This design comes from an exercise in tuning for small area, a short achievable clock period and few clock cycles on the open sky130 flow, not from production work.
In this exercise RTL edits were held to simulation tests only and were not proved equivalent to the original.

==> trial 56 <==
## trig_unit
module trig_unit (
	input logic clk,
	input logic reset,
	input logic s_awvalid,
	input logic [3:0] s_awaddr,
	input logic s_wvalid,
	input logic [31:0] s_wdata,
	input logic s_bready,
	input logic s_arvalid,
	input logic [3:0] s_araddr,
	input logic s_rready,
	output logic s_awready,
	output logic s_wready,
	output logic s_bvalid,
	output logic [1:0] s_bresp,
	output logic s_arready,
	output logic s_rvalid,
	output logic [31:0] s_rdata,
	output logic [1:0] s_rresp
);
Settings: LEC_CHECK=0, CAP_MARGIN=20, CORE_MARGIN=2, CORE_UTILIZATION=60, SETUP_SLACK_MARGIN=5, SLEW_MARGIN=20, SYNTH_HIERARCHICAL=1, SYNTH_MINIMUM_KEEP_SIZE=0; clock period 10.0 ns.
standard.sh (not shown) runs the stock make flow with config.mk's settings and CLKGATE_MAP_FILE= SYNTH_SCRIPT=/design/flow/synth_recipe.tcl, a recipe that flattens the netlist after the stock synthesis.
==> flow/flow/run.sh <==
#!/bin/bash
set -euo pipefail
bash standard.sh SETUP_SLACK_MARGIN=6.5 finish > standard_flow.log 2>&1
==> trial 2 (differences from trial 56) <==
==> flow/run.sh (new file) <==
#!/bin/bash
# synth_recipe.tcl (not shown) runs the flow's synth.tcl, then flattens the netlist and writes it again
# the make line also repeats each setting of config.mk as NAME=value (left out here)
make -C /OpenROAD-flow-scripts/flow DESIGN_CONFIG=/design/flow/config.mk WORK_HOME=/design/flow/orfs CLKGATE_MAP_FILE= SYNTH_SCRIPT=/design/flow/synth_recipe.tcl finish
removed: flow/flow/run.sh
removed: flow/standard.sh
==> comparison table <==
quantity	trial 56	trial 2
Outcome	no timing/DRC/antenna violations	no timing/DRC/antenna violations
Shortest period the worst path allows	4210 ps	4830 ps
Portion of the layout cell area used by non-clock buffers	0.0727	0.0271
Met3 Track Usage GR	0.0371	0.0392
Vias	19689	18384
Register-to-register path setup slack	5790 ps	5170 ps
Wl on met1	27600 um	27600 um
Area of the multi-input gates	21700 um2	20100 um2
Total track usage	0.288	0.272
Post-Route Skew	17.9 ps	10.6 ps
Testbench counts of trial 56, summed over its fixed seeds: cycles 11,258.
Testbench counts of trial 2, summed over its fixed seeds: cycles 11,258.

==> run a <==
Another version of the RTL of trig_unit (not shown whole).
==> flow/config.mk <==
export PLATFORM = sky130hd
export DESIGN_NAME = trig_unit
export DESIGN_NICKNAME = trig_unit
export VERILOG_FILES = /design/flow/design.v
export SDC_FILE = /design/flow/constraint.sdc
export NUM_CORES = 4
export LEC_CHECK = 0
export CAP_MARGIN = 20
export CORE_MARGIN = 2
export CORE_UTILIZATION = 65
export PLACE_DENSITY = 0.75
export SETUP_SLACK_MARGIN = 5
export SLEW_MARGIN = 20
==> flow/constraint.sdc <==
create_clock -name core_clock -period 10.0 [get_ports {clk}]
set_input_delay 2.0000 -clock core_clock [delete_from_list [all_inputs] [get_ports {clk}]]
set_output_delay 2.0000 -clock core_clock [all_outputs]
set_load 0.01 [all_outputs]
run.sh (not shown) runs the stock make flow with config.mk's settings and CLKGATE_MAP_FILE= SYNTH_SCRIPT=/design/flow/synth_recipe.tcl, a recipe that flattens the netlist after the stock synthesis.
Stock flow here: none of the scripts above is used.
==> run b (differences from run a) <==
- CORE_UTILIZATION: 65 -> 60
- PLACE_DENSITY: 0.75 -> not set
==> qor summary <==
| quantity | run b | run a |
|---|---|---|
| Outcome | finished clean | finished clean |
| Final weighted congestion of routability-driven global placement | 0.880 | 0.912 |
| Buffer count from post-CTS setup fixing | 20 | 18 |
| Maximum achievable frequency | 206 MHz | 203 MHz |
| Setup slack at placement | 3950 ps | 3910 ps |
| Met2 track demand over resource | 47.4% | 51.1% |
| Crit path depth | 20 | 19 |
| Via-per-instance ratio | 5.49 | 5.57 |
| Minimum setup slack among reg-to-reg paths | 5140 ps | 5060 ps |
| Reg-to-Reg Start | u_top.u_sine.u1[11]$_DFF_P_ | u_top.u_sine.u1[10]$_DFF_P_ |
| Detailed placement HPWL | 50700 um | 48700 um |
| Global-route wire length before repair | 106000 um | 102000 um |
| Met1 track demand over resource in global routing | 34.5% | 34.4% |
| Top sig layer | met4 | met5 |
| Register fraction of the total cell area | 19.0% | 19.1% |
| Iteration-0 DRC count of the detailed router | 1293 | 1264 |
Testbench counts of run a, summed over its fixed seeds: cycles 11,258.
Testbench counts of run b, summed over its fixed seeds: cycles 11,258.

re-timing with driven ports:
No port has a modelled driver above. Below, the same layouts with a new extraction and two added sets of constraints. Step 1, drivers: a clkbuf_16 drives clk and a buf_2 each remaining input, both assumed. Step 2, shift: input delay + t, output delay - t, t = (earliest + latest rising clock arrival at the registers) / 2. This alone moves slack from input paths to output paths. Slacks: ideal / step 1 / step 2; pairs: ideal / step 1.
run	t (ns)	slack for setup (ns)	clock arrival spread, ns
trial 56	0.635	5.787 / 5.787 / 5.787	0.021 / 0.021
trial 2	0.635	5.170 / 5.170 / 5.170	0.011 / 0.011
run a	0.620	5.062 / 5.062 / 4.867	0.012 / 0.012
run b	0.627	5.145 / 5.145 / 4.876	0.016 / 0.016
After both steps setup and hold are still met in every run listed. For run b, which loses most, drivers alone change the setup slack by 0.000 ns; drivers and shift together by -0.269 ns.
